Context: an optimization exercise on an open-source flow, tuned for small area and a short achievable clock period. The choices shown serve that exercise and are no tape-out recipe.
Function was not checked in any run shown here: the RTL went through the layout flow alone.
Power and IR drop assume default switching activity.

**flow/design.v**
```verilog
`timescale 1ns/1ns
`default_nettype none
package cpu_pkg;
	typedef logic [32-1:0]    word_t;
	typedef logic [32-1:0]    instr_t;
	typedef logic [5-1:0]  reg_idx_t;
	typedef logic [12-1:0]    pc_t;
	typedef logic [17-1:0]   imm_t;
	typedef logic [27-1:0] status_t;
	typedef logic [6-1:0] dmem_addr_t;
	typedef enum logic [4:0] {
		OP_ARITH = 5'd0,
		OP_J     = 5'd1,
		OP_BNE   = 5'd2,
		OP_JAL   = 5'd3,
		OP_JR    = 5'd4,
		OP_ADDI  = 5'd5,
		OP_BLT   = 5'd6,
		OP_SW    = 5'd7,
		OP_LW    = 5'd8,
		OP_SETX  = 5'd21
	} opcode_e;
	typedef enum logic [4:0] {
		ALU_ADD = 5'd0,
		ALU_SUB = 5'd1,
		ALU_AND = 5'd2,
		ALU_OR  = 5'd3,
		ALU_SLL = 5'd4,
		ALU_SRA = 5'd5
	} alu_op_e;
	typedef enum logic [1:0] {
		WB_ALU,
		WB_MEM,
		WB_LINK
	} wb_sel_e;
endpackage
`default_nettype wire
`timescale 1ns/1ns
`default_nettype none
module alu (
	input  cpu_pkg::word_t i_a,
	input  cpu_pkg::word_t i_b,
	input  cpu_pkg::word_t i_imm,
	input  logic           i_is_r,
	input  logic           i_use_imm,
	input  logic           i_sub,
	input  logic [4:0]     i_funct,
	input  logic [4:0]     i_shamt,
	output cpu_pkg::word_t o_result,
	output logic           o_ovf,
	output logic           o_ne,
	output logic           o_lt
);
	cpu_pkg::word_t op_b;
	cpu_pkg::word_t op_bx;
	cpu_pkg::word_t prop;
	cpu_pkg::word_t sum;
	cpu_pkg::word_t sh_in;
	cpu_pkg::word_t sh_out;
	cpu_pkg::word_t sh_rev;
	logic           sh_left;
	logic           sh_fill;
	assign op_b  = i_use_imm ? i_imm : i_b;
	assign op_bx = op_b ^ {32{i_sub}};
	assign prop  = i_a ^ op_bx;
	assign sum   = i_a + op_bx + {31'd0, i_sub};
	assign o_ovf = (i_a[32-1] == op_bx[32-1]) && (sum[32-1] != i_a[32-1]);
	assign o_ne = ~&prop;
	assign o_lt = ~(sum[32-1] ^ o_ovf) & o_ne;
	assign sh_left = ~i_funct[0];
	assign sh_fill = i_funct[0] & i_a[32-1];
	always_comb begin
		for (int i = 0; i < 32; i++) sh_in[i] = sh_left ? i_a[32-1-i] : i_a[i];
	end
	assign sh_out = $signed({sh_fill, sh_in}) >>> i_shamt;
	always_comb begin
		for (int i = 0; i < 32; i++) sh_rev[i] = sh_out[32-1-i];
	end
	always_comb begin
		case (i_funct)
			5'd0, 5'd1: o_result = sum;
			5'd2:       o_result = i_a & i_b;
			5'd3:       o_result = i_a | i_b;
			5'd4:       o_result = sh_rev;
			5'd5:       o_result = sh_out;
			default:    o_result = '0;
		endcase
		if (!i_is_r) o_result = sum;
	end
endmodule
`default_nettype wire
`timescale 1ns/1ns
`default_nettype none
module instr_decoder (
	input  cpu_pkg::instr_t i_instr,
	output logic ctl_is_r,
	output logic ctl_is_addi,
	output logic ctl_is_sw,
	output logic ctl_is_lw,
	output logic ctl_is_j,
	output logic ctl_is_jal,
	output logic ctl_is_jr,
	output logic ctl_is_bne,
	output logic ctl_is_blt,
	output logic ctl_is_setx,
	output logic ctl_b_is_rt,
	output logic ctl_reg_we,
	output logic ctl_ovf_chk
);
	logic [4:0] op;
	logic [4:0] funct;
	assign op    = i_instr[31:27];
	assign funct = i_instr[6:2];
	assign ctl_is_r    = (op == 5'd0);
	assign ctl_is_j    = (op == 5'd1);
	assign ctl_is_bne  = (op == 5'd2);
	assign ctl_is_jal  = (op == 5'd3);
	assign ctl_is_jr   = (op == 5'd4);
	assign ctl_is_addi = (op == 5'd5);
	assign ctl_is_blt  = (op == 5'd6);
	assign ctl_is_sw   = (op == 5'd7);
	assign ctl_is_lw   = (op == 5'd8);
	assign ctl_is_setx = (op == 5'd21);
	rf_nor2 b_is_rt_i (.a(op[1]), .b(op[2]), .y(ctl_b_is_rt));
	assign ctl_reg_we  = ctl_is_r | ctl_is_addi | ctl_is_lw | ctl_is_jal;
	assign ctl_ovf_chk = ctl_is_addi | (ctl_is_r & (funct[4:1] == 4'd0));
endmodule
`default_nettype wire
`timescale 1ns/1ns
`default_nettype none
module rf_aoi22 (input logic a1, a2, b1, b2, output logic y);
	assign y = ~((a1 & a2) | (b1 & b2));
endmodule
module rf_nand4 (input logic a, b, c, d, output logic y);
	assign y = ~(a & b & c & d);
endmodule
module rf_nor2 (input logic a, b, output logic y);
	assign y = ~(a | b);
endmodule
module rf_nand2 (input logic a, b, output logic y);
	assign y = ~(a & b);
endmodule
module rf_and2 (input logic a, b, output logic y);
	assign y = a & b;
endmodule
module rf_xor2 (input logic a, b, output logic y);
	assign y = a ^ b;
endmodule
module rf_ao21 (input logic a, b, c, output logic y);
	assign y = a | (b & c);
endmodule
module rf_nand3 (input logic a, b, c, output logic y);
	assign y = ~(a & b & c);
endmodule
module rf_nor3 (input logic a, b, c, output logic y);
	assign y = ~(a | b | c);
endmodule
module rf_mux2 (input logic s, a, b, output logic y);
	assign y = s ? b : a;
endmodule
module rf_predec2 (input logic [1:0] i_a, output logic [3:0] o_n);
	always_comb begin
		for (int j = 0; j < 4; j++) o_n[j] = ~(i_a == j);
	end
endmodule
module rf_predec3 (input logic [2:0] i_a, output logic [7:0] o_n);
	always_comb begin
		for (int j = 0; j < 8; j++) o_n[j] = ~(i_a == j);
	end
endmodule
module rf_wb_hit (
	input  cpu_pkg::reg_idx_t i_idx,
	input  cpu_pkg::reg_idx_t i_wb_idx,
	input  logic              i_wb_v,
	input  logic              i_wb_load,
	output logic              o_hit_load,
	output logic              o_hit_val
);
	logic hit;
	assign hit        = i_wb_v && (i_idx == i_wb_idx);
	assign o_hit_load = hit && i_wb_load;
	assign o_hit_val  = hit && !i_wb_load;
endmodule
module rf_select (
	input  cpu_pkg::reg_idx_t i_idx,
	input  logic [31:1]       i_valid_n,
	input  cpu_pkg::reg_idx_t i_wb_idx,
	input  logic              i_wb_v,
	input  logic              i_wb_load,
	output logic [31:1]       o_sel,
	output logic              o_hit_load,
	output logic              o_hit_val
);
	logic [3:0] lo_n;
	logic [7:0] hi_n;
	rf_predec2 lo_i (.i_a(i_idx[1:0]), .o_n(lo_n));
	rf_predec3 hi_i (.i_a(i_idx[4:2]), .o_n(hi_n));
	for (genvar i = 1; i < 32; i++) begin : g_sel
		rf_nor3 u (.a(lo_n[i % 4]), .b(hi_n[i / 4]), .c(i_valid_n[i]), .y(o_sel[i]));
	end
	rf_wb_hit hit_i (
		.i_idx(i_idx), .i_wb_idx(i_wb_idx), .i_wb_v(i_wb_v), .i_wb_load(i_wb_load),
		.o_hit_load(o_hit_load), .o_hit_val(o_hit_val)
	);
endmodule
module rf_select2 (
	input  cpu_pkg::reg_idx_t i_idx0,
	input  cpu_pkg::reg_idx_t i_idx1,
	input  logic              i_pick_n,
	input  logic [31:1]       i_valid_n,
	input  cpu_pkg::reg_idx_t i_wb_idx,
	input  logic              i_wb_v,
	input  logic              i_wb_load,
	output logic [31:1]       o_sel,
	output logic              o_hit_load,
	output logic              o_hit_val
);
	logic [3:0] lo0_n, lo1_n, lo_n;
	logic [7:0] hi0_n, hi1_n, hi_n;
	logic       hl0, hl1, hv0, hv1;
	rf_predec2 lo0_i (.i_a(i_idx0[1:0]), .o_n(lo0_n));
	rf_predec3 hi0_i (.i_a(i_idx0[4:2]), .o_n(hi0_n));
	rf_predec2 lo1_i (.i_a(i_idx1[1:0]), .o_n(lo1_n));
	rf_predec3 hi1_i (.i_a(i_idx1[4:2]), .o_n(hi1_n));
	for (genvar j = 0; j < 4; j++) begin : g_lo
		rf_mux2 u (.s(i_pick_n), .a(lo1_n[j]), .b(lo0_n[j]), .y(lo_n[j]));
	end
	for (genvar j = 0; j < 8; j++) begin : g_hi
		rf_mux2 u (.s(i_pick_n), .a(hi1_n[j]), .b(hi0_n[j]), .y(hi_n[j]));
	end
	for (genvar i = 1; i < 32; i++) begin : g_sel
		rf_nor3 u (.a(lo_n[i % 4]), .b(hi_n[i / 4]), .c(i_valid_n[i]), .y(o_sel[i]));
	end
	rf_wb_hit hit0_i (
		.i_idx(i_idx0), .i_wb_idx(i_wb_idx), .i_wb_v(i_wb_v), .i_wb_load(i_wb_load),
		.o_hit_load(hl0), .o_hit_val(hv0)
	);
	rf_wb_hit hit1_i (
		.i_idx(i_idx1), .i_wb_idx(i_wb_idx), .i_wb_v(i_wb_v), .i_wb_load(i_wb_load),
		.o_hit_load(hl1), .o_hit_val(hv1)
	);
	rf_mux2 hl_i (.s(i_pick_n), .a(hl1), .b(hl0), .y(o_hit_load));
	rf_mux2 hv_i (.s(i_pick_n), .a(hv1), .b(hv0), .y(o_hit_val));
endmodule
module rf_read_bit (
	input  logic [31:1] i_sel,
	input  logic [31:1] i_d,
	input  logic        i_hit_load,
	input  logic        i_mem,
	input  logic        i_hit_val,
	input  logic        i_val,
	output logic        o_q,
	output logic        o_q2
);
	logic [15:0] l1;
	logic [3:0]  l2;
	logic [1:0]  l3;
	logic        wb_n;
	for (genvar g = 0; g < 15; g++) begin : g_l1
		rf_aoi22 u (.a1(i_sel[2*g+1]), .a2(i_d[2*g+1]), .b1(i_sel[2*g+2]), .b2(i_d[2*g+2]), .y(l1[g]));
	end
	rf_nand2 l1_last (.a(i_sel[31]), .b(i_d[31]), .y(l1[15]));
	for (genvar g = 0; g < 4; g++) begin : g_l2
		rf_nand4 u (.a(l1[4*g]), .b(l1[4*g+1]), .c(l1[4*g+2]), .d(l1[4*g+3]), .y(l2[g]));
	end
	for (genvar g = 0; g < 2; g++) begin : g_l3
		rf_nor2 u (.a(l2[2*g]), .b(l2[2*g+1]), .y(l3[g]));
	end
	rf_aoi22 wb (.a1(i_hit_load), .a2(i_mem), .b1(i_hit_val), .b2(i_val), .y(wb_n));
	rf_nand3 l4 (.a(l3[0]), .b(l3[1]), .c(wb_n), .y(o_q));
	rf_nand3 l4b (.a(l3[0]), .b(l3[1]), .c(wb_n), .y(o_q2));
endmodule
module rf_read (
	input  logic [31:1]          i_sel,
	input  logic [31:1][31:0]    i_regs,
	input  logic                 i_hit_load,
	input  cpu_pkg::word_t       i_mem,
	input  logic                 i_hit_val,
	input  cpu_pkg::word_t       i_val,
	output cpu_pkg::word_t       o_data,
	output cpu_pkg::word_t       o_data2
);
	for (genvar b = 0; b < 32; b++) begin : g_bit
		logic [31:1] d;
		always_comb begin
			for (int i = 1; i < 32; i++) d[i] = i_regs[i][b];
		end
		rf_read_bit u (
			.i_sel(i_sel), .i_d(d), .i_hit_load(i_hit_load), .i_mem(i_mem[b]),
			.i_hit_val(i_hit_val), .i_val(i_val[b]), .o_q(o_data[b]), .o_q2(o_data2[b])
		);
	end
endmodule
module reg_file (
	input  logic              i_clk,
	input  logic              i_rst_n,
	input  cpu_pkg::reg_idx_t i_ra_idx,
	input  cpu_pkg::reg_idx_t i_rb_idx0,
	input  cpu_pkg::reg_idx_t i_rb_idx1,
	input  logic              i_rb_pick_n,
	input  cpu_pkg::reg_idx_t i_wr_idx,
	input  logic              i_we,
	input  logic              i_load,
	input  cpu_pkg::word_t    i_wdata,
	input  cpu_pkg::word_t    i_mem_rdata,
	output cpu_pkg::dmem_addr_t o_load_addr,
	output cpu_pkg::word_t    o_rdata_a,
	output cpu_pkg::word_t    o_rdata_a2,
	output cpu_pkg::word_t    o_rdata_b,
	output cpu_pkg::word_t    o_rdata_b2
);
	localparam int N = 2**5;
	logic [N-1:1][31:0] regs;
	logic [N-1:1]   valid_q;
	logic [N-1:1]   wsel;
	logic [N-1:1]   rvalid_n;
	logic [N-1:1]   rsel_a;
	logic [N-1:1]   rsel_b;
	logic           hit_load_a, hit_val_a, hit_load_b, hit_val_b;
	logic              wb_v_q;
	logic              wb_load_q;
	cpu_pkg::reg_idx_t wb_idx_q;
	cpu_pkg::word_t    wb_val_q;
	cpu_pkg::word_t    wb_data;
	always_ff @(posedge i_clk or negedge i_rst_n) begin
		if (!i_rst_n) begin
			wb_v_q <= 1'b0;
		end else begin
			wb_v_q <= i_we && (i_wr_idx != '0);
		end
	end
	always_ff @(posedge i_clk) begin
		wb_load_q <= i_load;
		wb_idx_q  <= i_wr_idx;
		wb_val_q  <= i_wdata;
	end
	assign o_load_addr = wb_val_q[6-1:0];
	assign wb_data     = wb_load_q ? i_mem_rdata : wb_val_q;
	always_comb begin
		for (int i = 1; i < N; i++) begin
			wsel[i]     = wb_v_q && (wb_idx_q == i);
			rvalid_n[i] = !(valid_q[i] && !wsel[i]);
		end
	end
	always_ff @(posedge i_clk or negedge i_rst_n) begin
		if (!i_rst_n) begin
			valid_q <= '0;
		end else begin
			valid_q <= valid_q | wsel;
		end
	end
	for (genvar i = 1; i < N; i++) begin : g_reg
		always_ff @(posedge i_clk) begin
			if (wsel[i]) regs[i] <= wb_data;
		end
	end
	rf_select sel_a_i (
		.i_idx(i_ra_idx), .i_valid_n(rvalid_n), .i_wb_idx(wb_idx_q), .i_wb_v(wb_v_q),
		.i_wb_load(wb_load_q), .o_sel(rsel_a), .o_hit_load(hit_load_a), .o_hit_val(hit_val_a)
	);
	rf_select2 sel_b_i (
		.i_idx0(i_rb_idx0), .i_idx1(i_rb_idx1), .i_pick_n(i_rb_pick_n),
		.i_valid_n(rvalid_n), .i_wb_idx(wb_idx_q), .i_wb_v(wb_v_q),
		.i_wb_load(wb_load_q), .o_sel(rsel_b), .o_hit_load(hit_load_b), .o_hit_val(hit_val_b)
	);
	rf_read read_a_i (
		.i_sel(rsel_a), .i_regs(regs), .i_hit_load(hit_load_a), .i_mem(i_mem_rdata),
		.i_hit_val(hit_val_a), .i_val(wb_val_q), .o_data(o_rdata_a), .o_data2(o_rdata_a2)
	);
	rf_read read_b_i (
		.i_sel(rsel_b), .i_regs(regs), .i_hit_load(hit_load_b), .i_mem(i_mem_rdata),
		.i_hit_val(hit_val_b), .i_val(wb_val_q), .o_data(o_rdata_b), .o_data2(o_rdata_b2)
	);
endmodule
`default_nettype wire
`timescale 1ns/1ns
`default_nettype none
module pc_unit (
	input  logic           i_clk,
	input  logic           i_rst_n,
	input  cpu_pkg::instr_t i_instr,
	input  logic           i_is_j,
	input  logic           i_is_jr,
	input  logic           i_is_bne,
	input  logic           i_is_blt,
	input  logic           i_ne,
	input  logic           i_lt,
	input  cpu_pkg::word_t i_jr_addr,
	output cpu_pkg::pc_t   o_pc,
	output cpu_pkg::pc_t   o_pc_plus_one
);
	cpu_pkg::pc_t pc_q;
	cpu_pkg::pc_t pc_next;
	cpu_pkg::pc_t pc_branch;
	logic         taken;
	assign o_pc_plus_one = pc_q + 1'b1;
	assign pc_branch     = o_pc_plus_one + i_instr[12-1:0];
	assign taken = (i_is_bne && i_ne) || (i_is_blt && i_lt);
	always_comb begin
		if (i_is_jr) begin
			pc_next = i_jr_addr[12-1:0];
		end else if (i_is_j) begin
			pc_next = i_instr[12-1:0];
		end else if (taken) begin
			pc_next = pc_branch;
		end else begin
			pc_next = o_pc_plus_one;
		end
	end
	always_ff @(posedge i_clk or negedge i_rst_n) begin
		if (!i_rst_n) begin
			pc_q <= '0;
		end else begin
			pc_q <= pc_next;
		end
	end
	assign o_pc = pc_q;
endmodule
`default_nettype wire
`timescale 1ns/1ns
`default_nettype none
module dm_select (
	input  cpu_pkg::dmem_addr_t i_base,
	input  cpu_pkg::dmem_addr_t i_offset,
	output logic [2**6-1:0] o_sel
);
	always_comb begin
		for (int k = 0; k < 2**6; k++) begin
			logic m;
			logic c;
			m = 1'b1;
			for (int i = 0; i < 6; i++) begin
				if (i == 0) c = 1'b0;
				else c = (i_base[i-1] == i_offset[i-1]) ? i_base[i-1] : ~k[i-1];
				m = m & ((i_base[i] ^ i_offset[i] ^ c) == k[i]);
			end
			o_sel[k] = m;
		end
	end
endmodule
module dm_read_bit (
	input  logic [63:0] i_sel,
	input  logic [63:0] i_d,
	output logic        o_q
);
	logic [31:0] l1;
	logic [7:0]  l2;
	logic [3:0]  l3;
	for (genvar g = 0; g < 32; g++) begin : g_l1
		rf_aoi22 u (.a1(i_sel[2*g]), .a2(i_d[2*g]), .b1(i_sel[2*g+1]), .b2(i_d[2*g+1]), .y(l1[g]));
	end
	for (genvar g = 0; g < 8; g++) begin : g_l2
		rf_nand4 u (.a(l1[4*g]), .b(l1[4*g+1]), .c(l1[4*g+2]), .d(l1[4*g+3]), .y(l2[g]));
	end
	for (genvar g = 0; g < 4; g++) begin : g_l3
		rf_nor2 u (.a(l2[2*g]), .b(l2[2*g+1]), .y(l3[g]));
	end
	rf_nand4 l4 (.a(l3[0]), .b(l3[1]), .c(l3[2]), .d(l3[3]), .y(o_q));
endmodule
module dm_read (
	input  logic [2**6-1:0]       i_sel,
	input  logic [2**6-1:0][31:0] i_mem,
	output cpu_pkg::word_t               o_data
);
	for (genvar b = 0; b < 32; b++) begin : g_bit
		logic [63:0] d;
		always_comb begin
			for (int i = 0; i < 64; i++) d[i] = i_mem[i][b];
		end
		dm_read_bit u (.i_sel(i_sel), .i_d(d), .o_q(o_data[b]));
	end
endmodule
module dm_decode (
	input  cpu_pkg::dmem_addr_t    i_addr,
	output logic [2**6-1:0] o_sel
);
	logic [7:0] lo_n;
	logic [7:0] hi_n;
	rf_predec3 lo_i (.i_a(i_addr[2:0]), .o_n(lo_n));
	rf_predec3 hi_i (.i_a(i_addr[5:3]), .o_n(hi_n));
	for (genvar k = 0; k < 2**6; k++) begin : g_sel
		rf_nor2 u (.a(lo_n[k % 8]), .b(hi_n[k / 8]), .y(o_sel[k]));
	end
endmodule
module data_mem (
	input  logic                i_clk,
	input  logic                i_we,
	input  cpu_pkg::dmem_addr_t i_base,
	input  cpu_pkg::dmem_addr_t i_offset,
	input  cpu_pkg::word_t      i_wdata,
	input  cpu_pkg::dmem_addr_t i_raddr,
	output cpu_pkg::word_t      o_rdata
);
	localparam int N = 2**6;
	logic [N-1:0][31:0] mem;
	logic [N-1:0]       sel;
	logic [N-1:0]       rsel;
	dm_select select_i (.i_base(i_base), .i_offset(i_offset), .o_sel(sel));
	for (genvar i = 0; i < N; i++) begin : g_word
		always_ff @(posedge i_clk) begin
			if (i_we && sel[i]) mem[i] <= i_wdata;
		end
	end
	dm_decode decode_i (.i_addr(i_raddr), .o_sel(rsel));
	dm_read read_i (.i_sel(rsel), .i_mem(mem), .o_data(o_rdata));
endmodule
`default_nettype wire
`timescale 1ns/1ns
`default_nettype none
module addr_add (
	input  cpu_pkg::dmem_addr_t i_a,
	input  cpu_pkg::dmem_addr_t i_b,
	output cpu_pkg::dmem_addr_t o_sum
);
	logic [5:0] g, p;
	logic [5:1] c;
	logic       g32, p32;
	for (genvar i = 0; i < 6; i++) begin : g_pg
		rf_and2 g_i (.a(i_a[i]), .b(i_b[i]), .y(g[i]));
		rf_xor2 p_i (.a(i_a[i]), .b(i_b[i]), .y(p[i]));
	end
	assign c[1] = g[0];
	rf_ao21 c2_i  (.a(g[1]), .b(p[1]), .c(g[0]), .y(c[2]));
	rf_ao21 g32_i (.a(g[3]), .b(p[3]), .c(g[2]), .y(g32));
	rf_and2 p32_i (.a(p[3]), .b(p[2]), .y(p32));
	rf_ao21 c3_i  (.a(g[2]), .b(p[2]), .c(c[2]), .y(c[3]));
	rf_ao21 c4_i  (.a(g32), .b(p32), .c(c[2]), .y(c[4]));
	rf_ao21 c5_i  (.a(g[4]), .b(p[4]), .c(c[4]), .y(c[5]));
	assign o_sum[0] = p[0];
	for (genvar i = 1; i < 6; i++) begin : g_sum
		rf_xor2 s_i (.a(p[i]), .b(c[i]), .y(o_sum[i]));
	end
endmodule
module cpu_top (
	input  logic                i_clk,
	input  logic                i_rst_n,
	input  cpu_pkg::instr_t     i_instr,
	output cpu_pkg::pc_t        o_pc,
	output logic                o_dmem_we,
	output cpu_pkg::dmem_addr_t o_dmem_addr,
	output cpu_pkg::word_t      o_dmem_wdata,
	output cpu_pkg::status_t    o_status
);
	logic is_r, is_addi, is_sw, is_lw, is_j, is_jal, is_jr, is_bne, is_blt, is_setx;
	logic b_is_rt, reg_we, ovf_chk;
	cpu_pkg::reg_idx_t rd;
	cpu_pkg::reg_idx_t rs;
	cpu_pkg::reg_idx_t rt;
	cpu_pkg::word_t    imm;
	cpu_pkg::word_t rdata_a;
	cpu_pkg::word_t rdata_a2;
	cpu_pkg::word_t rdata_b2;
	cpu_pkg::word_t rdata_b;
	cpu_pkg::word_t alu_result;
	cpu_pkg::word_t mem_rdata;
	cpu_pkg::word_t wb_data;
	cpu_pkg::pc_t   pc_plus_one;
	cpu_pkg::dmem_addr_t mem_addr;
	cpu_pkg::dmem_addr_t load_addr;
	cpu_pkg::status_t status_q;
	logic alu_ovf, alu_ne, alu_lt;
	assign rd  = i_instr[26:22];
	assign rs  = i_instr[21:17];
	assign rt  = i_instr[16:12];
	assign imm = {{(32-17){i_instr[17-1]}}, i_instr[17-1:0]};
	instr_decoder decoder_i (
		.i_instr     (i_instr),
		.ctl_is_r    (is_r),
		.ctl_is_addi (is_addi),
		.ctl_is_sw   (is_sw),
		.ctl_is_lw   (is_lw),
		.ctl_is_j    (is_j),
		.ctl_is_jal  (is_jal),
		.ctl_is_jr   (is_jr),
		.ctl_is_bne  (is_bne),
		.ctl_is_blt  (is_blt),
		.ctl_is_setx (is_setx),
		.ctl_b_is_rt (b_is_rt),
		.ctl_reg_we  (reg_we),
		.ctl_ovf_chk (ovf_chk)
	);
	reg_file reg_file_i (
		.i_clk     (i_clk),
		.i_rst_n   (i_rst_n),
		.i_ra_idx  (rs),
		.i_rb_idx0 (rt),
		.i_rb_idx1 (rd),
		.i_rb_pick_n (b_is_rt),
		.i_wr_idx  (is_jal ? 5'd31 : rd),
		.i_we      (reg_we),
		.i_load    (is_lw),
		.i_wdata   (wb_data),
		.i_mem_rdata (mem_rdata),
		.o_load_addr (load_addr),
		.o_rdata_a (rdata_a),
		.o_rdata_a2 (rdata_a2),
		.o_rdata_b (rdata_b),
		.o_rdata_b2 (rdata_b2)
	);
	alu alu_i (
		.i_a      (rdata_a),
		.i_b      (rdata_b),
		.i_imm    (imm),
		.i_is_r   (is_r),
		.i_use_imm (i_instr[27] | i_instr[30]),
		.i_sub    ((i_instr[28] & ~i_instr[27]) | (is_r & (i_instr[6:2] == 5'd1))),
		.i_funct  (i_instr[6:2]),
		.i_shamt  (i_instr[11:7]),
		.o_result (alu_result),
		.o_ovf    (alu_ovf),
		.o_ne     (alu_ne),
		.o_lt     (alu_lt)
	);
	addr_add addr_add_i (.i_a(rdata_a2[6-1:0]), .i_b(imm[6-1:0]), .o_sum(mem_addr));
	data_mem data_mem_i (
		.i_clk   (i_clk),
		.i_we    (is_sw & i_rst_n),
		.i_base  (rdata_a[6-1:0]),
		.i_offset (imm[6-1:0]),
		.i_wdata (rdata_b),
		.i_raddr (load_addr),
		.o_rdata (mem_rdata)
	);
	assign wb_data = is_jal ? {{(32-12){1'b0}}, pc_plus_one} : alu_result;
	pc_unit pc_unit_i (
		.i_clk         (i_clk),
		.i_rst_n       (i_rst_n),
		.i_instr       (i_instr),
		.i_is_j        (is_j | is_jal),
		.i_is_jr       (is_jr),
		.i_is_bne      (is_bne),
		.i_is_blt      (is_blt),
		.i_ne          (alu_ne),
		.i_lt          (alu_lt),
		.i_jr_addr     (rdata_b),
		.o_pc          (o_pc),
		.o_pc_plus_one (pc_plus_one)
	);
	always_ff @(posedge i_clk or negedge i_rst_n) begin
		if (!i_rst_n) begin
			status_q <= '0;
		end else if (is_setx) begin
			status_q <= i_instr[27-1:0];
		end else if (ovf_chk) begin
			status_q <= {{(27-1){1'b0}}, alu_ovf};
		end
	end
	assign o_status     = status_q;
	assign o_dmem_addr  = mem_addr;
	assign o_dmem_wdata = rdata_b2;
	assign o_dmem_we    = is_sw & i_rst_n;
endmodule
`default_nettype wire
```
**flow/flow/run.sh**
```bash
#!/bin/bash
# The standard layout with these changes: synthesis sees a strong driver
# and a light load on each module port, so it leaves cells at their smallest
# size; resizing may change a cell's footprint; port buffers are buf_4; timing
# repair aims at a larger setup margin; the clock tree uses clkbuf_8 without
# dummy loads.
set -euo pipefail
bash standard.sh \
  ABC_LOAD_IN_FF=1 \
  ABC_DRIVER_CELL=sky130_fd_sc_hd__buf_4 \
  MATCH_CELL_FOOTPRINT=0 \
  SETUP_SLACK_MARGIN=6.5 \
  TNS_END_PERCENT=20 \
  BUFFER_PORTS_ARGS="-buffer_cell sky130_fd_sc_hd__buf_4" \
  CTS_ARGS="-sink_clustering_enable -repair_clock_nets -dont_use_dummy_load -buf_list sky130_fd_sc_hd__clkbuf_8 -sink_clustering_size 16 -sink_clustering_max_diameter 70" \
  finish > make.log 2>&1
```
**flow/standard.sh**
```bash
#!/bin/bash
# synth_recipe.tcl (not shown) runs the flow's synth.tcl, then flattens the netlist and writes it again
# the make line also repeats each setting of config.mk as NAME=value (left out here)
make -C /OpenROAD-flow-scripts/flow DESIGN_CONFIG=/design/flow/config.mk WORK_HOME=/design/flow/orfs CLKGATE_MAP_FILE= SYNTH_SCRIPT=/design/flow/synth_recipe.tcl "${@:-finish}"
```
**flow/config.mk**
```make
export PLATFORM = sky130hd
export DESIGN_NAME = cpu_top
export DESIGN_NICKNAME = cpu_top
export VERILOG_FILES = /design/flow/design.v
export SDC_FILE = /design/flow/constraint.sdc
export NUM_CORES = 8
export LEC_CHECK = 0
export CAP_MARGIN = 20
export CORE_MARGIN = 2
export CORE_UTILIZATION = 50
export PLACE_DENSITY = 0.6
export SETUP_SLACK_MARGIN = 5
export SLEW_MARGIN = 20
export SYNTH_HIERARCHICAL = 1
export SYNTH_MEMORY_MAX_BITS = 16384
export SYNTH_MINIMUM_KEEP_SIZE = 0
```
**flow/constraint.sdc**
```tcl
create_clock -name core_clock -period 16.0 [get_ports {i_clk}]
set_input_delay 3.2000 -clock core_clock [delete_from_list [all_inputs] [get_ports {i_clk}]]
set_output_delay 3.2000 -clock core_clock [all_outputs]
set_load 0.01 [all_outputs]
```
==> results.sh, run 1 <==
export IMPL_finalSetupTns_ns=0
export IMPL_p_comb_share_pct=17.9
export IMPL_nets=8537
export IMPL_pin_count=112
export IMPL_dieArea_um2=257000
export IMPL_cts_buffers=221
export IMPL_route_vias_total=85200
export IMPL_drive_above_1_share_pct=13.6
export IMPL_start_util_pct=50.4
export IMPL_hold_buffers=0
export IMPL_crit_slowest_cell="nor2_1"
export IMPL_rr_worst_depth=25
export IMPL_cpPeakStageDelay_ns=0.68
export IMPL_antenna_found_initial=15
export IMPL_cts_tree="done"
export IMPL_worstMarginPinSlew_ns=1.29
export IMPL_avgSynthCellArea_um2=16.0
export IMPL_wl_um=456000
export IMPL_end_kind="output port"
export IMPL_max_freq_ghz=0.103
export IMPL_grt_pass1_vias=78100
export IMPL_hold_path_class="register to register"
export IMPL_path_cells="buf_4 -> nor2_1 -> buf_4 -> mux2_1 -> buf_4 -> nor3_4 -> buf_4 -> a22oi_1 -> nand4_1 -> nor2_1 -> nand3_1 -> buf_4"
export IMPL_grt_ovfl_total=0
export IMPL_drv_cap=0
export IMPL_slew_violations=0
export IMPL_root_buffer="clkbuf_8"
export IMPL_power_switching_uw=4800
export IMPL_crit_path_start_kind="input port"
export IMPL_wl_per_cell_um=38.6
export IMPL_cts_max_path_buffers=3
export IMPL_hpwl_um=269000
export IMPL_ir_worst_vdd_v=0.0000980
export IMPL_finalCritPeriodShare_pct=60.6
export IMPL_syn_area_um2=127000
export IMPL_cp_max_fo=32
export IMPL_syn_num_nets=7992
export IMPL_clk_pin_slew_ns=0.05
export IMPL_holdPathEnd="reg_file_i.valid_q[9]"
export IMPL_gp_congestion=0.958
export IMPL_skew_ns=0.156
export IMPL_dr_first_iter_drc_count=14600
export IMPL_final_min_clock_period_ns=9.70
export IMPL_p_leak_uw=0.0436
export IMPL_worstSkewPairLatency_ns=1.11
export IMPL_num_rows=184
export IMPL_die_w_um=507
export IMPL_power_density_nw_per_um2=116
export IMPL_slew_headroom_pct=14.2
export IMPL_hp_start="reg_file_i.valid_q[9]"
export IMPL_grt_pass1_wl_um=618000
export IMPL_drc=0
export IMPL_hold_viol=0
export IMPL_whs_ns=0.466
export IMPL_whs_path_depth=1
export IMPL_status="no timing/DRC/antenna violations"
export IMPL_reg2reg_slack_ns=6.84
export IMPL_cts_sinks=3149
export IMPL_port_buffers=111
export IMPL_yosys_warnings=16
export IMPL_power_frac_seq_pct=59.3
export IMPL_grt_start_max_net_pins=67
export IMPL_rsz0062_at_grt="true"
export IMPL_htree_levels=4
export IMPL_final_fill_count=19700
export IMPL_setup_viol_count_final=0
export IMPL_cp_common_cell="buf_4"
export IMPL_regToRegStartpoint="reg_file_i.wb_val_q[0]"
export IMPL_area_growth_pct=9.93
export IMPL_drtAntennaViolNets=0
export IMPL_critPathRequiredTime_ns=12.80
export IMPL_pwr_share_clk_pct=22.8
export IMPL_dr_pass1_iters=10
export IMPL_worst_setup_path_type="input port to output port"
export IMPL_fp_dieH_um=507
export IMPL_track_usage_pct=34.1
export IMPL_arrival_ns=6.50
export IMPL_coreArea_um2=252000
export IMPL_p_sw_share_pct=29.8
export IMPL_p_int_uw=11300
export IMPL_syn_inst=7899
export IMPL_reg2reg_to="pc_unit_i.pc_q[11]"
export IMPL_vias_per_cell=7.22
[flip-flops by register name (all words and copies together) (netlist names)]
register / flops
data_mem_i.mem: 2048
pc_unit_i.pc_q: 12
reg_file_i.regs: 992
reg_file_i.valid_q: 31
reg_file_i.wb_idx_q: 5
reg_file_i.wb_load_q: 1
reg_file_i.wb_v_q: 1
reg_file_i.wb_val_q: 32
status_q: 27
[layout by cell type (no fill, tap or decap), types with 31 or more instances in the layout]
master    count
a22oi_1    2048
edfxtp_1   3040
ha_1         57
dfrtp_1      71
nand3_4      32
xor2_1       35
nor2_1      340
nand4_1     564
o21bai_1     38
buf_4       376
nand2_1     206
mux2i_1      89
o21ai_0      98
a21oi_1      79
mux2_2       64
nor3_4       62
inv_1        38
nor2_2       46
xnor2_1      68
dfxtp_1      35
and2_2       58
clkbuf_8    222
nor2b_1      37
mux4_2       46
maj3_1       31
nand3_1      97
nor2_4       96
[power by group through the flow]
stage	sequential (uW)	clock, uW	combinational [uW]
2_1_floorplan	9700	0	1210
4_1_cts	9550	3700	2740
5_1_grt	9560	3980	2920
3_3_place_gp	9730	0	2680
3_5_place_dp	9730	0	2720
6_report	9560	3670	2880
[layout make-up]
type	instances	area (um^2)	share of cell area, %
well taps	3348	4190	3.01
diodes	10	25.0	0.0180
flip-flops and latches	3149	93800	67.4
clock buffers	221	3040	2.18
multi-input cells	4607	34500	24.7
inverters	40	150	0.108
repair buffers	425	3610	2.59
[worst max-delay path, delay by kind of cell]
kind / cells / cell delay, ns
multiplexers: 1 / 0.20
buffers and inverters: 5 / 1.34
AO/OA/AOI/OAI: 1 / 0.28
AND/OR/NAND/NOR: 5 / 1.42
[worst max path at each step]
stage,cells past startpoint,slack (ns),startpoint,to
floorplan,23,6.43,i_instr[29],pc_unit_i.pc_q[11]
global placement,26,4.78,i_instr[29],pc_unit_i.pc_q[11]
detailed placement,26,4.62,i_instr[29],pc_unit_i.pc_q[11]
CTS,14,6.29,i_instr[19],o_dmem_addr[5]
global route,26,6.31,i_instr[29],pc_unit_i.pc_q[11]
finish,12,6.30,i_instr[29],o_dmem_wdata[9]
[stage by stage]
step | std cells | power [uW] | util, % | instance area (um^2) | setup slack, ns
final | 11800 | 16100 | 55.4 | 139000 | 6.30
after detailed placement | 11500 | 12400 | 53.6 | 135000 | 4.62
after CTS | 11700 | 16000 | 55.0 | 138000 | 6.29
after global routing | 11800 | 16500 | 55.4 | 139000 | 6.31
after floorplan | 7899 | 10900 | - | 127000 | 6.43
after global placement | 11500 | 12400 | 53.6 | 135000 | 4.78
[routing by layer]
metal / global-route usage [%] / part of all wire [%]
met5: 0 / 0.0079
met4: 11.9 / 4.1
met3: 9.22 / 14
met2: 48.7 / 43
met1: 50.6 / 39
[what timing repair did]
item,4_1_cts,5_1_grt
hold endpoints to repair,0,0
gates resized for setup,103,101
cloned,4,11
endpoints found under the setup margin,50,46
buffers inserted,7,34
pin swaps,7,28
==> inputs of run 2 (changes only) <==
--- a/flow/flow/run.sh
+++ b/flow/flow/run.sh
@@ -1,13 +1,15 @@
 #!/bin/bash
 # The standard layout with these changes: synthesis sees a strong driver
 # and a light load on each module port, so it leaves cells at their smallest
-# size; resizing may change a cell's footprint; port buffers are buf_4; timing
+# size; the instruction and store pins sit together on the left edge;
+# resizing may change a cell's footprint; port buffers are buf_4; timing
 # repair aims at a larger setup margin; the clock tree uses clkbuf_8 without
 # dummy loads.
 set -euo pipefail
 bash standard.sh \
   ABC_LOAD_IN_FF=1 \
   ABC_DRIVER_CELL=sky130_fd_sc_hd__buf_4 \
+  PRE_IO_PLACEMENT_TCL="$PWD/flow/io.tcl" \
   MATCH_CELL_FOOTPRINT=0 \
   SETUP_SLACK_MARGIN=6.5 \
   TNS_END_PERCENT=20 \
==> flow/flow/io.tcl (new file) <==
# Keep the instruction inputs and the store outputs together on the left
# edge, so that the paths from one to the other are short.
set pins {}
for {set i 0} {$i < 32} {incr i} { lappend pins "i_instr\[$i\]" "o_dmem_wdata\[$i\]" }
for {set i 0} {$i < 6} {incr i} { lappend pins "o_dmem_addr\[$i\]" }
lappend pins o_dmem_we
set_io_pin_constraint -pin_names $pins -region left:120-400
==> run 2 against run 1 <==
Effect of this change: clock skew rose by 0.014 ns; setup slack got worse by 0.024 ns; design area barely moved; sequential cell count did not move; hold slack improved by 0.0038 ns; utilization barely moved; synthesized cell count did not move; non-clock buffer count rose by 3; highest routed layer unchanged.
==> results.sh, run 2 <==
export IMPL_hold_buffers=0
export IMPL_dieArea_um2=257000
export IMPL_hold_path_class="register to register"
export IMPL_power_density_nw_per_um2=117
export IMPL_setup_viol_count_final=0
export IMPL_skew_ns=0.170
export IMPL_drive_above_1_share_pct=13.7
export IMPL_grt_ovfl_total=0
export IMPL_largest_register_ffs=2048
export IMPL_cts_tree="done"
export IMPL_mostFrequentLayoutCells="3040 x edfxtp_1, 2046 x a22oi_1, 564 x nand4_1, 383 x buf_4, 345 x nor2_1"
export IMPL_syn_inst=7899
export IMPL_nets=8551
export IMPL_rsz0062_at_grt="true"
export IMPL_drv_cap=0
export IMPL_worst_setup_path_type="input port to output port"
export IMPL_arrival_ns=6.52
export IMPL_htree_levels=4
export IMPL_area_growth_pct=9.98
export IMPL_drc=0
export IMPL_critPathRequiredTime_ns=12.80
export IMPL_max_freq_ghz=0.103
export IMPL_die_w_um=507
export IMPL_antenna_found_initial=42
export IMPL_status="no timing/DRC/antenna violations"
export IMPL_track_usage_pct=36.4
export IMPL_hpwl_um=281000
export IMPL_port_buffers=111
export IMPL_clk_pin_slew_ns=0.06
export IMPL_dr_pass1_iters=8
export IMPL_cp_max_fo=32
export IMPL_num_rows=184
export IMPL_final_min_clock_period_ns=9.72
export IMPL_coreArea_um2=252000
export IMPL_worstSkewPairLatency_ns=1.14
export IMPL_finalSetupTns_ns=0
export IMPL_hold_viol=0
export IMPL_slew_headroom_pct=20.3
export IMPL_ir_worst_vdd_v=0.0000843
export IMPL_end_kind="output port"
export IMPL_layout_commonest_cell="edfxtp_1"
export IMPL_grt_start_max_net_pins=68
export IMPL_wl_per_cell_um=40.6
export IMPL_start_util_pct=50.4
export IMPL_wl_um=480000
export IMPL_p_leak_uw=0.0437
export IMPL_grt_pass1_wl_um=650000
export IMPL_finalCritPeriodShare_pct=60.8
export IMPL_grt_pass1_vias=80400
export IMPL_fp_dieH_um=507
export IMPL_route_vias_total=86400
export IMPL_pin_count=112
export IMPL_vias_per_cell=7.31
export IMPL_cts_sinks=3149
export IMPL_cts_max_path_buffers=3
export IMPL_top_register="data_mem_i.mem"
export IMPL_drtAntennaViolNets=0
export IMPL_slew_violations=0
export IMPL_dr_first_iter_drc_count=14600
export IMPL_total_power_uw=16300
export IMPL_final_util_pct=55.4
export IMPL_gp_congestion=0.997
export IMPL_worstMarginPinSlew_ns=1.20
export IMPL_crit_path_start_kind="input port"
export IMPL_avgSynthCellArea_um2=16.0
export IMPL_cts_buffers=225
export IMPL_final_fill_count=19900
export IMPL_root_buffer="clkbuf_8"
export IMPL_syn_num_nets=7992
export IMPL_top_regs="data_mem_i.mem x2048, reg_file_i.regs x992, reg_file_i.wb_val_q x32"
export IMPL_yosys_warnings=16
export IMPL_syn_area_um2=127000
## run 2: area by class of cell
cell class	instances	area [um^2]	share of cell area, %
Multi-Input combinational cell	4614	34500	24.8
Sequential cell	3149	93800	67.3
Clock buffer	225	3100	2.22
Timing Repair Buffer	428	3520	2.53
Antenna cell	17	42.5	0.0305
Inverter	40	150	0.108
Tap cell	3348	4190	3.01
## run 2: final timing paths
check                      cells after the start              startpoint  slack (ns)                    end
setup / recovery                              11             i_instr[29]        6.28       o_dmem_wdata[11]
min in group asynchronous                      1                 i_rst_n        2.04            status_q[9]
max in group asynchronous                      2                 i_rst_n       12.84           status_q[14]
hold reg to reg                                1   reg_file_i.valid_q[1]        0.47  reg_file_i.valid_q[1]
hold / removal                                 1   reg_file_i.valid_q[1]        0.47  reg_file_i.valid_q[1]
setup reg to reg                              26  reg_file_i.wb_val_q[1]        7.09     pc_unit_i.pc_q[11]
## run 2: timing repair
action / 4_1_cts / 5_1_grt
gates cloned: 15 / 2
setup buffers: 13 / 35
gates resized for setup: 86 / 95
setup endpoints to repair: 47 / 48
pin swaps: 11 / 27
## run 2: per-stage QoR
stage	instance area [um^2]	hold slack, ns	setup slack, ns	std cells
2_1_floorplan	127000	0.436	6.43	7899
3_3_place_gp	135000	0.453	4.80	11500
3_5_place_dp	135000	0.455	4.65	11500
4_1_cts	139000	0.470	6.35	11800
5_1_grt	139000	0.490	6.36	11800
6_report	139000	0.470	6.28	11800
## run 2: worst max-delay path, cell delays in order
cell,delay (ns)
buf_4,0.15
nor2_1,0.11
buf_4,0.28
mux2_2,0.50
nor3_4,0.07
buf_4,0.32
a22oi_1,0.25
nand4_1,0.20
nor2_4,0.60
nand3_1,0.50
buf_4,0.31
## run 2: layer usage
metal	global-route usage (%)	share of wire [%]
met1	47.3	36
met2	54.1	44
met5	0	0.045
met4	21.0	7.1
met3	11.7	13
## run 2: power by group
group          total (uW)  switching [uW]  internal (uW)
Combinational        2980            2340            642
Clock                3720            2470           1250
Sequential           9560             100           9460
==> inputs of run 3 (changes only) <==
--- a/flow/design.v
+++ b/flow/design.v
@@ -131,6 +131,9 @@
 module rf_aoi22 (input logic a1, a2, b1, b2, output logic y);
 	assign y = ~((a1 & a2) | (b1 & b2));
 endmodule
+module rf_aoi222 (input logic a1, a2, b1, b2, c1, c2, output logic y);
+	assign y = ~((a1 & a2) | (b1 & b2) | (c1 & c2));
+endmodule
 module rf_nand4 (input logic a, b, c, d, output logic y);
 	assign y = ~(a & b & c & d);
 endmodule
@@ -443,19 +446,24 @@
 	input  logic [63:0] i_d,
 	output logic        o_q
 );
-	logic [31:0] l1;
-	logic [7:0]  l2;
-	logic [3:0]  l3;
-	for (genvar g = 0; g < 32; g++) begin : g_l1
-		rf_aoi22 u (.a1(i_sel[2*g]), .a2(i_d[2*g]), .b1(i_sel[2*g+1]), .b2(i_d[2*g+1]), .y(l1[g]));
+	logic [21:0] l1;
+	logic [5:0]  l2;
+	logic [1:0]  l3;
+	for (genvar g = 0; g < 21; g++) begin : g_l1
+		rf_aoi222 u (
+			.a1(i_sel[3*g]), .a2(i_d[3*g]), .b1(i_sel[3*g+1]), .b2(i_d[3*g+1]),
+			.c1(i_sel[3*g+2]), .c2(i_d[3*g+2]), .y(l1[g])
+		);
 	end
-	for (genvar g = 0; g < 8; g++) begin : g_l2
+	rf_nand2 l1_last (.a(i_sel[63]), .b(i_d[63]), .y(l1[21]));
+	for (genvar g = 0; g < 5; g++) begin : g_l2
 		rf_nand4 u (.a(l1[4*g]), .b(l1[4*g+1]), .c(l1[4*g+2]), .d(l1[4*g+3]), .y(l2[g]));
 	end
-	for (genvar g = 0; g < 4; g++) begin : g_l3
-		rf_nor2 u (.a(l2[2*g]), .b(l2[2*g+1]), .y(l3[g]));
+	rf_nand2 l2_last (.a(l1[20]), .b(l1[21]), .y(l2[5]));
+	for (genvar g = 0; g < 2; g++) begin : g_l3
+		rf_nor3 u (.a(l2[3*g]), .b(l2[3*g+1]), .c(l2[3*g+2]), .y(l3[g]));
 	end
-	rf_nand4 l4 (.a(l3[0]), .b(l3[1]), .c(l3[2]), .d(l3[3]), .y(o_q));
+	rf_nand2 l4 (.a(l3[0]), .b(l3[1]), .y(o_q));
 endmodule
 module dm_read (
 	input  logic [2**6-1:0]       i_sel,
==> flow/flow/run.sh (replaced) <==
#!/bin/bash
# The standard layout with these changes: synthesis sees a strong driver
# and a light load on each module port, so it leaves cells at their smallest
# size; resizing may change a cell's footprint; port buffers are buf_4; timing
# repair aims at a larger setup margin; the clock tree uses clkbuf_8 without
# dummy loads.
set -euo pipefail
bash standard.sh \
  ABC_LOAD_IN_FF=1 \
  ABC_DRIVER_CELL=sky130_fd_sc_hd__buf_4 \
  MATCH_CELL_FOOTPRINT=0 \
  SETUP_SLACK_MARGIN=7 \
  TNS_END_PERCENT=20 \
  BUFFER_PORTS_ARGS="-buffer_cell sky130_fd_sc_hd__buf_4" \
  CTS_ARGS="-sink_clustering_enable -repair_clock_nets -dont_use_dummy_load -buf_list sky130_fd_sc_hd__clkbuf_8 -sink_clustering_size 16 -sink_clustering_max_diameter 70" \
  finish > make.log 2>&1
--- a/flow/config.mk
+++ b/flow/config.mk
@@ -7,8 +7,8 @@
 export LEC_CHECK = 0
 export CAP_MARGIN = 20
 export CORE_MARGIN = 2
-export CORE_UTILIZATION = 50
-export PLACE_DENSITY = 0.6
+export CORE_UTILIZATION = 60
+export PLACE_DENSITY = 0.7
 export SETUP_SLACK_MARGIN = 5
 export SLEW_MARGIN = 20
 export SYNTH_HIERARCHICAL = 1
removed: flow/flow/io.tcl
==> run 3 against run 2 <==
Effect of this change: still clean on timing, DRC and antenna; area after synthesis decreased by 1.4%; largest cell class unchanged; sequential power is essentially flat; via count up 0.50%; setup slack better by 0.39 ns; clock power shrank 2%; sequential share of layout area fell by 0.083 points; clock skew is 0.037 ns lower; die area shrank 18%; wire length fell by 3.1%; final cell count shrank 7.5%.
==> results.sh, run 3 <==
export IMPL_status="no timing/DRC/antenna violations"
export IMPL_end_kind="output port"
export IMPL_met1Wirelength_um=148000
export IMPL_syn_area_um2=125000
export IMPL_cts_max_path_buffers=3
export IMPL_max_freq_ghz=0.107
export IMPL_grt_ovfl_total=0
export IMPL_worstMarginPinSlew_ns=1.24
export IMPL_hold_buffers=0
export IMPL_port_buffers=111
export IMPL_largest_register_ffs=2048
export IMPL_dieArea_um2=212000
export IMPL_wl_um=465000
export IMPL_setup_viol_count_final=0
export IMPL_final_fill_count=13900
export IMPL_drv_cap=0
export IMPL_fp_dieH_um=460
export IMPL_hpwl_um=247000
export IMPL_htree_levels=4
export IMPL_rsz0062_at_grt="true"
export IMPL_worst_setup_path_type="register to output port"
export IMPL_wl_per_cell_um=42.6
export IMPL_p_leak_uw=0.0450
export IMPL_gp_congestion=1.06
export IMPL_routed_wl_met2_um=200000
export IMPL_start_util_pct=60.3
export IMPL_critPathRequiredTime_ns=12.80
export IMPL_coreArea_um2=207000
export IMPL_nets=8225
export IMPL_cts_buffers=221
export IMPL_slew_headroom_pct=16.5
export IMPL_cp_max_fo=32
export IMPL_finalSetupTns_ns=0
export IMPL_ir_worst_vdd_v=0.000106
export IMPL_placed_area_um2=133000
export IMPL_whs_ns=0.480
export IMPL_avgSynthCellArea_um2=16.9
export IMPL_arrival_ns=6.13
export IMPL_top_regs="data_mem_i.mem x2048, reg_file_i.regs x992, reg_file_i.wb_val_q x32"
export IMPL_antenna_found_initial=16
export IMPL_grt_pass1_wl_um=625000
export IMPL_finalCritPeriodShare_pct=58.3
export IMPL_grt_start_max_net_pins=69
export IMPL_regArea_um2=93800
export IMPL_crit_path_start_kind="register"
export IMPL_final_util_pct=67.4
export IMPL_syn_num_nets=7496
export IMPL_hold_path_class="register to register"
export IMPL_root_buffer="clkbuf_8"
export IMPL_clk_pin_slew_ns=0.11
export IMPL_hold_viol=0
export IMPL_power_density_nw_per_um2=116
export IMPL_slew_violations=0
export IMPL_syn_inst=7403
export IMPL_wl_met3_um=74600
export IMPL_dr_first_iter_drc_count=19800
export IMPL_num_rows=167
export IMPL_dr_pass1_iters=10
export IMPL_grt_pass1_vias=80300
export IMPL_drtAntennaViolNets=0
export IMPL_final_min_clock_period_ns=9.33
export IMPL_vias_per_cell=7.95
export IMPL_yosys_warnings=16
export IMPL_area_growth_pct=11.7
export IMPL_cts_sinks=3149
export IMPL_layout_commonest_cell="edfxtp_1"
export IMPL_worstSkewPairLatency_ns=1.14
export IMPL_skew_ns=0.133
export IMPL_multi_input_area_um2=33400
export IMPL_die_w_um=460
export IMPL_drc=0
export IMPL_route_vias_total=86800
export IMPL_pin_count=112
export IMPL_top_register="data_mem_i.mem"
export IMPL_design_area_um2=140000
export IMPL_mostFrequentLayoutCells="3040 x edfxtp_1, 1007 x a22oi_1, 680 x a222oi_1, 478 x buf_4, 431 x nand4_1"
export IMPL_top_layer_used="met5"
export IMPL_drive_above_1_share_pct=17.5
export IMPL_track_usage_pct=42.6
export IMPL_cts_tree="done"
==> run 3: metal layers <==
layer | global-route usage [%] | vias up
li1 | - | 33800
met1 | 54.6 | 43400
met2 | 62.0 | 8069
met3 | 13.5 | 1573
met4 | 29.9 | 10
met5 | 0.482 | -
==> run 3: cell type report <==
type	instances	share of cell area, %
antenna	12	0.0215
clock buffer	221	2.18
inverter	39	0.105
multi-input combinational	4132	24.0
sequential	3149	67.2
tap	2788	2.50
timing repair buffer	589	3.98
==> run 3: worst max-delay path, stage by stage, from the launching register on <==
cell      delay (ns)
dfxtp_2         0.66
nand3b_1        0.24
buf_12          0.17
nor2_4          0.04
buf_4           0.28
a222oi_1        0.55
nand4_1         0.41
nor3_2          1.02
nand2_1         0.48
a22oi_1         0.51
nand3_1         0.37
buf_4           0.27
==> run 3: final timing paths <==
check	start	endpoint	slack (ns)	depth (start not counted)
max	reg_file_i.wb_val_q[3]	o_dmem_wdata[30]	6.67	11
min	reg_file_i.valid_q[11]	reg_file_i.valid_q[11]	0.48	1
max reg2reg	reg_file_i.wb_val_q[4]	pc_unit_i.pc_q[11]	6.83	26
min reg2reg	reg_file_i.valid_q[11]	reg_file_i.valid_q[11]	0.48	1
max in group asynchronous	i_rst_n	reg_file_i.valid_q[27]	12.86	2
min in group asynchronous	i_rst_n	pc_unit_i.pc_q[11]	1.98	1
==> run 3: through the flow <==
stage	setup WS (ns)	power (uW)	std cells
global route	6.76	16400	10900
floorplan	6.94	10900	7403
CTS	6.89	15900	10900
global placement	4.72	12300	10500
detailed placement	4.51	12400	10500
finish	6.67	16200	10900
==> run 3: what timing repair did <==
| action | 4_1_cts | 5_1_grt |
|---|---|---|
| pin swaps | 85 | 48 |
| setup buffers | 136 | 47 |
| gates cloned | 34 | 11 |
| resized for setup | 346 | 71 |
| endpoints found under the setup margin | 61 | 48 |
==> run 3: report_power, final <==
group | internal (uW) | leakage [uW] | total, uW | switching, uW
clock network | 1230 | 0.00159 | 3630 | 2410
registers | 9460 | 0.0292 | 9570 | 107
logic | 701 | 0.0143 | 3020 | 2320
total | 11400 | 0.0450 | 16200 | 4830
==> inputs of run 4 (changes only) <==
--- a/flow/flow/run.sh
+++ b/flow/flow/run.sh
@@ -9,7 +9,7 @@
   ABC_LOAD_IN_FF=1 \
   ABC_DRIVER_CELL=sky130_fd_sc_hd__buf_4 \
   MATCH_CELL_FOOTPRINT=0 \
-  SETUP_SLACK_MARGIN=7 \
+  SETUP_SLACK_MARGIN=8 \
   TNS_END_PERCENT=20 \
   BUFFER_PORTS_ARGS="-buffer_cell sky130_fd_sc_hd__buf_4" \
   CTS_ARGS="-sink_clustering_enable -repair_clock_nets -dont_use_dummy_load -buf_list sky130_fd_sc_hd__clkbuf_8 -sink_clustering_size 16 -sink_clustering_max_diameter 70" \
==> run 4 against run 3 <==
Effect of this change: first-iteration DRC count up 0.59%; sequential power about the same; die area is the same; clock skew increased by 0.0085 ns; register-to-register slack improved by 0.50 ns; combinational power grew 7.3%; design area rose by 1.9%; non-clock buffer count up 127; still clean on timing, DRC and antenna.
==> results.sh, run 4 <==
export IMPL_fp_dieH_um=460
export IMPL_drive_above_1_share_pct=19.7
export IMPL_slew_headroom_pct=18.3
export IMPL_layout_commonest_cell="edfxtp_1"
export IMPL_hold_viol=0
export IMPL_wl_per_cell_um=42.7
export IMPL_drv_cap=0
export IMPL_finalCritPeriodShare_pct=58.5
export IMPL_yosys_warnings=16
export IMPL_area_growth_pct=13.7
export IMPL_design_area_um2=142000
export IMPL_final_fill_count=13500
export IMPL_hpwl_um=249000
export IMPL_worst_setup_path_type="input port to output port"
export IMPL_route_vias_total=87500
export IMPL_regArea_um2=93800
export IMPL_multi_input_area_um2=33900
export IMPL_worstSkewPairLatency_ns=1.11
export IMPL_mostFrequentLayoutCells="3040 x edfxtp_1, 988 x a22oi_1, 680 x a222oi_1, 506 x buf_4, 431 x nand4_1"
export IMPL_syn_area_um2=125000
export IMPL_gp_congestion=1.03
export IMPL_cts_max_path_buffers=3
export IMPL_dp_slack_ns=4.99
export IMPL_vias_per_cell=7.91
export IMPL_crit_path_start_kind="input port"
export IMPL_htree_levels=4
export IMPL_avgSynthCellArea_um2=16.9
export IMPL_slew_violations=0
export IMPL_wl_um=472000
export IMPL_start_util_pct=60.3
export IMPL_critPathRequiredTime_ns=12.80
export IMPL_drtAntennaViolNets=0
export IMPL_grt_start_max_net_pins=67
export IMPL_finalSetupTns_ns=0
export IMPL_final_min_clock_period_ns=9.35
export IMPL_grt_ovfl_total=0
export IMPL_clk_pin_slew_ns=0.08
export IMPL_cp_max_fo=5
export IMPL_grt_pass1_vias=80200
export IMPL_num_rows=167
export IMPL_dr_first_iter_drc_count=20000
export IMPL_drc=0
export IMPL_cts_sinks=3149
export IMPL_ir_worst_vdd_v=0.000111
export IMPL_end_kind="output port"
export IMPL_setup_viol_count_final=0
export IMPL_crit_slowest_cell="nor2_4"
export IMPL_die_w_um=460
export IMPL_p_leak_uw=0.0463
export IMPL_track_usage_pct=43.7
export IMPL_grt_pass1_wl_um=638000
export IMPL_worstMarginPinSlew_ns=1.21
export IMPL_largest_register_ffs=2048
export IMPL_skew_ns=0.141
export IMPL_power_density_nw_per_um2=115
export IMPL_placed_area_um2=133000
export IMPL_cts_tree="done"
export IMPL_status="no timing/DRC/antenna violations"
export IMPL_top_register="data_mem_i.mem"
export IMPL_coreArea_um2=207000
export IMPL_pin_count=112
export IMPL_whs_ns=0.477
export IMPL_cts_buffers=222
export IMPL_final_util_pct=68.6
export IMPL_top_regs="data_mem_i.mem x2048, reg_file_i.regs x992, reg_file_i.wb_val_q x32"
export IMPL_path_cells="buf_16 -> or3b_4 -> nor3_4 -> buf_12 -> a22oi_1 -> nand4_1 -> nor2_4 -> nand3_1 -> xor2_1 -> a21o_1 -> xor2_2 -> buf_4"
export IMPL_syn_inst=7403
export IMPL_dieArea_um2=212000
export IMPL_fin_ws_ns=6.65
export IMPL_port_buffers=111
export IMPL_max_freq_ghz=0.107
export IMPL_syn_num_nets=7496
export IMPL_root_buffer="clkbuf_8"
export IMPL_cpPeakStageDelay_ns=0.52
export IMPL_rsz0062_at_grt="true"
export IMPL_arrival_ns=6.15
export IMPL_dr_pass1_iters=13
export IMPL_hold_path_class="register to register"
export IMPL_antenna_found_initial=19
export IMPL_nets=8352
-- run 4: cell count changes in the layout (fill, tap and decap cells not counted), moves of 9 or more --
| cell | change |
|---|---|
| nand3_4 | +15 |
| buf_12 | +37 |
| buf_4 | +28 |
| ha_1 | -9 |
| buf_16 | +10 |
| ha_2 | +9 |
| buf_6 | +33 |
| a22oi_1 | -19 |
| nand3_2 | +12 |
| nand3_1 | -28 |
| clkbuf_16 | +21 |
| a22oi_2 | +19 |
-- run 4: final timing paths --
kind | slack [ns] | cells past startpoint | endpoint | from
max | 6.65 | 12 | o_dmem_addr[5] | i_instr[21]
min | 0.48 | 1 | reg_file_i.valid_q[2] | reg_file_i.valid_q[2]
max reg2reg | 7.33 | 26 | pc_unit_i.pc_q[11] | reg_file_i.wb_idx_q[1]
min reg2reg | 0.48 | 1 | reg_file_i.valid_q[2] | reg_file_i.valid_q[2]
max in group asynchronous | 12.83 | 2 | status_q[21] | i_rst_n
min in group asynchronous | 2.18 | 1 | reg_file_i.valid_q[25] | i_rst_n
-- run 4: power breakdown --
group	internal (uW)	switching, uW
logic	775	2460
clock network	1230	2400
registers	9460	85.1
total	11500	4950
-- run 4: worst max-delay path, delay by kind of cell --
family / cells / cell delay, ns
buffers and inverters: 3 / 0.47
AND/OR/NAND/NOR: 5 / 1.66
AO/OA/AOI/OAI: 2 / 0.43
XOR/XNOR: 2 / 0.37
-- run 4: through the flow --
step	power, uW	std cells
after global routing	16600	11000
after floorplan	10900	7403
after detailed placement	12500	10500
after global placement	12400	10500
after CTS	16100	11000
final	16400	11100
-- run 4: final cells by class --
cell class	instances	share of cell area, %
Multi-Input combinational cell	4131	23.9
Inverter	39	0.103
Tap cell	2788	2.45
Timing Repair Buffer	716	5.38
Clock buffer	222	2.15
Antenna cell	19	0.0335
Sequential cell	3149	66.0
-- run 4: timing repair --
item,4_1_cts,5_1_grt
hold buffers,0,0
setup buffers,211,76
resized for setup,476,73
pin swaps,151,61
endpoints found under the setup margin,81,73
cloned,63,5
-- run 4: routing by layer --
metal  GRT usage [%]  wire (um)  part of all wire [%]
met1            56.4     152000                    32
met2            62.3     199000                    42
met3            15.4      77700                    16
met4            29.9      42300                   9.0
met5           0.321        115                 0.024

## static timing again, ports no longer ideal
The flow's constraints put no driver on any port. The routed layouts listed below were extracted and timed again, unchanged, in two steps.
Step 1 sets driving cells, clkbuf_16 on the clock port and buf_2 on the other inputs (assumed; they add their load-dependent delay and slew).
Step 2, shift: input delay + t, output delay - t, t = (earliest + latest rising clock arrival at the registers) / 2. This alone moves slack from input paths to output paths.
a / b / c = no drivers / after step 1 / after step 2; a / b = the first two.
| run | t, ns | setup slack, ns | worst register clock-pin slew, ns |
|---|---|---|---|
| run 1 | 1.114 | 6.300 / 6.275 / 5.563 | 0.11 / 0.11 |
| run 2 | 1.142 | 6.276 / 6.248 / 5.553 | 0.12 / 0.12 |
| run 3 | 1.173 | 6.667 / 6.561 / 5.505 | 0.11 / 0.11 |
| run 4 | 1.127 | 6.647 / 6.406 / 5.918 | 0.11 / 0.11 |
After both steps every run listed still meets setup and hold. The setup slack of run 3, which loses most, moves by -0.106 ns with the drivers and by -1.162 ns with both steps.
